Source: an optimization exercise on an open RTL-to-GDS flow (aim: small area and a short achievable clock period). Production flows keep margins and buffers that such runs may drop.
The RTL was checked by simulation tests, not by an equivalence proof against the original design.
Power and IR drop assume default switching activity.

==> 06-21: inputs <==
Design multi_channel_snooper, start of the top module:
module multi_channel_snooper
#(
    parameter int NUM_CH      = 4,
    parameter int TDATA_WIDTH = 512,
    parameter int TKEEP_WIDTH = TDATA_WIDTH / 8,
    parameter int CNT_WIDTH   = 20
) (
    input  logic                          clk,
    input  logic                          areset,
    input  logic [NUM_CH*TKEEP_WIDTH-1:0] mon_TKEEP,
    input  logic [NUM_CH-1:0]             mon_TVALID,
    input  logic [NUM_CH-1:0]             mon_TREADY,
    input  logic [NUM_CH-1:0]             mon_TLAST,
    input  logic [NUM_CH-1:0]             ch_enable,
    input  logic                          measure,
    output logic [63:0]                   report_TDATA,
    output logic [7:0]                    report_TKEEP,
    output logic                          report_TVALID,
    input  logic                          report_TREADY,
    output logic                          report_TLAST,
    output logic                          busy,
    output logic [NUM_CH*CNT_WIDTH-1:0]   pkt_size,
    output logic [NUM_CH-1:0]             pkt_size_valid,
    output logic                          measure_sync_out
);
==> flow/config.mk <==
export PLATFORM = sky130hd
export DESIGN_NAME = multi_channel_snooper
export DESIGN_NICKNAME = multi_channel_snooper
export VERILOG_FILES = /design/flow/design.v
export SDC_FILE = /design/flow/constraint.sdc
export NUM_CORES = 4
export LEC_CHECK = 0
export CAP_MARGIN = 20
export CORE_MARGIN = 2
export CORE_UTILIZATION = 40
export SLEW_MARGIN = 20
==> flow/constraint.sdc <==
create_clock -name core_clock -period 14.0 [get_ports {clk}]
set_input_delay 2.8000 -clock core_clock [delete_from_list [all_inputs] [get_ports {clk}]]
set_output_delay 2.8000 -clock core_clock [all_outputs]
set_load 0.01 [all_outputs]
standard.sh (not shown) runs the stock make flow with config.mk's settings and CLKGATE_MAP_FILE= SYNTH_SCRIPT=/design/flow/synth_recipe.tcl, a recipe that flattens the netlist after the stock synthesis.
==> flow/flow/run.sh <==
#!/bin/bash
# Layout flow: the standard layout (standard synthesis unchanged), with the port buffers
# made from a small buffer instead of the resizer's default delay cell, timing repair aiming
# for a setup slack of 8 ns at the design's clock, and a leaner clock tree. Every tool's
# output goes to a log file in this folder; ORFS keeps its per-step logs under orfs/logs/.
set -euo pipefail
bash standard.sh synth > synth.log 2>&1
bash standard.sh "BUFFER_PORTS_ARGS=-buffer_cell sky130_fd_sc_hd__buf_1" SETUP_SLACK_MARGIN=8.25 \
    "CTS_ARGS=-sink_clustering_enable -repair_clock_nets -dont_use_dummy_load -sink_clustering_size 24 -sink_clustering_max_diameter 120" finish > layout.log 2>&1
==> 01-09: changes against 06-21 <==
--- a/flow/flow/run.sh
+++ b/flow/flow/run.sh
@@ -7,3 +7,3 @@
 bash standard.sh synth > synth.log 2>&1
-bash standard.sh "BUFFER_PORTS_ARGS=-buffer_cell sky130_fd_sc_hd__buf_1" SETUP_SLACK_MARGIN=8.25 \
+bash standard.sh "BUFFER_PORTS_ARGS=-buffer_cell sky130_fd_sc_hd__buf_1" SETUP_SLACK_MARGIN=8.6 \
     "CTS_ARGS=-sink_clustering_enable -repair_clock_nets -dont_use_dummy_load -sink_clustering_size 24 -sink_clustering_max_diameter 120" finish > layout.log 2>&1
==> 07-23: changes against 06-21 <==
--- a/flow/flow/run.sh
+++ b/flow/flow/run.sh
@@ -7,3 +7,3 @@
 bash standard.sh synth > synth.log 2>&1
-bash standard.sh "BUFFER_PORTS_ARGS=-buffer_cell sky130_fd_sc_hd__buf_1" SETUP_SLACK_MARGIN=8.25 \
+bash standard.sh "BUFFER_PORTS_ARGS=-buffer_cell sky130_fd_sc_hd__buf_1" SETUP_SLACK_MARGIN=8 \
     "CTS_ARGS=-sink_clustering_enable -repair_clock_nets -dont_use_dummy_load -sink_clustering_size 24 -sink_clustering_max_diameter 120" finish > layout.log 2>&1
--- a/flow/config.mk
+++ b/flow/config.mk
@@ -9,3 +9,3 @@
 export CORE_MARGIN = 2
-export CORE_UTILIZATION = 40
+export CORE_UTILIZATION = 60
 export SLEW_MARGIN = 20
==> 01-20: changes against 06-21 <==
--- a/flow/flow/run.sh
+++ b/flow/flow/run.sh
@@ -7,3 +7,3 @@
 bash standard.sh synth > synth.log 2>&1
-bash standard.sh "BUFFER_PORTS_ARGS=-buffer_cell sky130_fd_sc_hd__buf_1" SETUP_SLACK_MARGIN=8.25 \
+bash standard.sh "BUFFER_PORTS_ARGS=-buffer_cell sky130_fd_sc_hd__buf_1" SETUP_SLACK_MARGIN=8.6 TNS_END_PERCENT=5 \
     "CTS_ARGS=-sink_clustering_enable -repair_clock_nets -dont_use_dummy_load -sink_clustering_size 24 -sink_clustering_max_diameter 120" finish > layout.log 2>&1
==> results by group <==
Placed design
  – Dpl hpwl: just under 90 mm

Outcome
  – Status: no timing/DRC/antenna violations

Layout
  – Multi-input combinational area share: 49.8%

Power and ir drop
  – Switching Fraction: between 30% and 40%
  – Cell internal pwr: 3480 uW

Clock network
  – CTS clk-pin slew, worst paths: around 100 ps
  – Post-CTS Setup Bufs: between 200 and 250

Floorplan
  – Die H: ~290 um
  – Die X: 291 um

Drt
  – Total wire length: around 120 mm

Hold path
  – Beginning of the worst hold path: g_ch[1].u_ch.pkts[4]$_SDFFE_PP0P_
That was 01-09.
==> results by group <==
Outcome
  – Status: no timing/DRC/antenna violations

Clock network
  – Post-CTS Setup Bufs: 12
  – Bufs on Longest Clock Path: 3
  – CTS tree: built
  – CTS clk-pin slew, worst paths: around 100 ps

Floorplan
  – Die X: 238 um
  – Die H: 238 um

Layout
  – Multi-input combinational area share: a little over half

Synth
  – Share of the synthesized area in the top cell type: between 20% and 30%
  – Synth area leaders: dfxtp_1 23%, fa_1 15%, edfxtp_1 15%, nor2_1 4.6%, xor2_1 3.4%

Power and ir drop
  – Flop pwr share: approximately 37%
  – Switching Fraction: around two fifths
  – P_clk: roughly 840 uW
  – Cell internal pwr: roughly 3100 uW

Placed design
  – Dpl hpwl: around 84 mm

Drt
  – WL per Instance: between 20 and 25 um
  – Total wire length: ~110 mm

STA
  – Final worst slack: about 8000 ps

Global route
  – First-pass GRT wire length: approximately 160 mm
That was 07-23.
==> results by group <==
Power and ir drop
  – Switching Fraction: a little under two fifths
  – Cell internal pwr: ~3100 uW
  – P_leak: 0.0142 uW

Critical path
  – Crit-path slowest cell: fa_1

Drt
  – Total wire length: 111 mm

Hold path
  – Beginning of the worst hold path: g_ch[0].u_ch.pkts[1]$_SDFFE_PP0P_

Floorplan
  – Die H: between 200 and 300 um

Clock network
  – CTS clk-pin slew, worst paths: about 90 ps
  – Post-CTS Setup Bufs: between 50 and 60

Outcome
  – Status: no timing/DRC/antenna violations

Placed design
  – Dpl hpwl: around 87 mm

Layout
  – Multi-input combinational area share: a little over half
That was 01-20.
==> results by group <==
Outcome
  – Status: no timing/DRC/antenna violations

Placed design
  – Dpl hpwl: about 87 mm

Clock network
  – Post-CTS Setup Bufs: between 80 and 90
  – CTS clk-pin slew, worst paths: 100 ps

Power and ir drop
  – Pwr Density: around 130 nW/um^2
  – Switching Fraction: a little under two fifths
  – Cell internal pwr: approximately 3300 uW

Drt
  – Total wire length: roughly 110 mm

Floorplan
  – Die H: about 290 um

Layout
  – Multi-input combinational area share: 51.3%
That was 06-21.

---

==> v14: inputs <==
Starting RTL as in the previous note.
==> flow/config.mk <==
export PLATFORM = sky130hd
export DESIGN_NAME = multi_channel_snooper
export DESIGN_NICKNAME = multi_channel_snooper
export VERILOG_FILES = /design/flow/design.v
export SDC_FILE = /design/flow/constraint.sdc
export NUM_CORES = 4
export LEC_CHECK = 0
export CAP_MARGIN = 20
export CORE_MARGIN = 2
export CORE_UTILIZATION = 40
export SLEW_MARGIN = 20
==> flow/constraint.sdc <==
create_clock -name core_clock -period 14.0 [get_ports {clk}]
set_input_delay 2.8000 -clock core_clock [delete_from_list [all_inputs] [get_ports {clk}]]
set_output_delay 2.8000 -clock core_clock [all_outputs]
set_load 0.01 [all_outputs]
==> flow/flow/run.sh <==
#!/bin/bash
# Layout flow: the standard layout (standard synthesis unchanged), with the port buffers
# made from a small buffer instead of the resizer's default delay cell, timing repair aiming
# for a setup slack of 8.6 ns at the design's clock on the worst 5% of endpoints, and a leaner
# clock tree. Every tool's
# output goes to a log file in this folder; ORFS keeps its per-step logs under orfs/logs/.
set -euo pipefail
bash standard.sh synth > synth.log 2>&1
bash standard.sh "BUFFER_PORTS_ARGS=-buffer_cell sky130_fd_sc_hd__buf_1" SETUP_SLACK_MARGIN=8.6 TNS_END_PERCENT=5 \
    "CTS_ARGS=-sink_clustering_enable -repair_clock_nets -dont_use_dummy_load -sink_clustering_size 24 -sink_clustering_max_diameter 120" finish > layout.log 2>&1
==> v38 (differences from v14) <==
==> flow/run.sh (new file) <==
#!/bin/bash
# synth_recipe.tcl (not shown) runs the flow's synth.tcl, then flattens the netlist and writes it again
# the make line also repeats each setting of config.mk as NAME=value (left out here)
make -C /OpenROAD-flow-scripts/flow DESIGN_CONFIG=/design/flow/config.mk WORK_HOME=/design/flow/orfs CLKGATE_MAP_FILE= SYNTH_SCRIPT=/design/flow/synth_recipe.tcl finish
--- a/flow/config.mk
+++ b/flow/config.mk
@@ -9,3 +9,5 @@
 export CORE_MARGIN = 2
 export CORE_UTILIZATION = 40
+export CTS_CLUSTER_DIAMETER = 120
+export CTS_CLUSTER_SIZE = 24
 export SLEW_MARGIN = 20
removed: flow/flow/run.sh
removed: flow/standard.sh
==> v37 (differences from v14) <==
==> flow/flow/run.sh (replaced) <==
#!/bin/bash
# Layout flow: the standard layout (standard synthesis unchanged), with the port buffers
# made from a small buffer instead of the resizer's default delay cell, timing repair aiming
# for a setup slack of 8 ns at the design's clock, and a leaner clock tree. Every tool's
# output goes to a log file in this folder; ORFS keeps its per-step logs under orfs/logs/.
set -euo pipefail
bash standard.sh synth > synth.log 2>&1
bash standard.sh "BUFFER_PORTS_ARGS=-buffer_cell sky130_fd_sc_hd__buf_1" SETUP_SLACK_MARGIN=7.8 \
    "CTS_ARGS=-sink_clustering_enable -repair_clock_nets -dont_use_dummy_load -sink_clustering_size 24 -sink_clustering_max_diameter 120" finish > layout.log 2>&1
==> comparison table <==
item                                                                    v37             v14             v38
Start-to-end type of the worst setup path                           reg2out          in2reg         reg2out
Overall power consumption                                           4.83 mW         5.03 mW         4.94 mW
Post-CTS Setup Bufs                                                       6              52               0
Total number of vias                                                  27200           27400           27200
Final weighted congestion in routability-driven placement              1.00            1.00           0.979
Outcome                                                      finished clean  finished clean  finished clean
Total cell area at the placement stage                          35500 sq um     35400 sq um     37800 sq um
Met1 Routed Length                                                 46300 um        46700 um        46700 um
Cell area after layout                                          36600 sq um     37500 sq um     38600 sq um
Setup slack after layout                                            7.82 ns         8.09 ns         6.68 ns
Global-route met1 utilization                                         35.3%           35.0%           35.6%
Worst reg-to-reg path cell count                                         15              16              15
Final cycle utilization of the critical path                          44.1%           42.2%           52.3%
Relative area of non-clock buffer cells in the final design           5.13%           6.17%           11.0%
Critical-path maximum fanout                                              8               2               9
Worst hold-check slack                                             0.496 ns        0.502 ns        0.507 ns
Final design utilization                                              44.8%           45.9%           47.2%
Seq pwr                                                             1.86 mW         1.87 mW         1.88 mW

## static timing again, ports no longer ideal
In the flow no input, the clock included, has a driving cell. The finished layouts below were timed again as built, in two steps. Step 1, drivers: a clkbuf_16 drives clk and a buf_2 each remaining input, both assumed. Step 2 moves the port delays by t, midway between the first and last clock arrival at a register: inputs arrive t later, outputs are due t later. That takes back most of the time a late clock gives input paths. Slacks: ideal ports / drivers / drivers and shift; pairs: ideal ports / drivers.
run	shift t [ns]	setup WS [ns]	worst setup path at the end	latest minus earliest clock arrival (ns)	worst data-port slew with drivers (ns)
06-21	0.667	8.111 / 8.110 / 7.473	input to register	0.030 / 0.031	0.08
01-09	0.681	8.075 / 8.050 / 7.438	input to register	0.084 / 0.084	0.08
07-23	0.643	7.977 / 7.991 / 7.348	input to register	0.066 / 0.067	0.09
01-20	0.664	8.092 / 8.055 / 7.441	input to register	0.038 / 0.038	0.09
v14	0.664	8.092 / 8.055 / 7.441	input to register	0.038 / 0.038	0.09
v38	0.683	6.683 / 6.611 / 7.005	input to register	0.022 / 0.022	0.07
v37	0.667	7.822 / 7.757 / 7.428	input to register	0.056 / 0.056	0.09
After both steps every run listed still meets setup and hold.
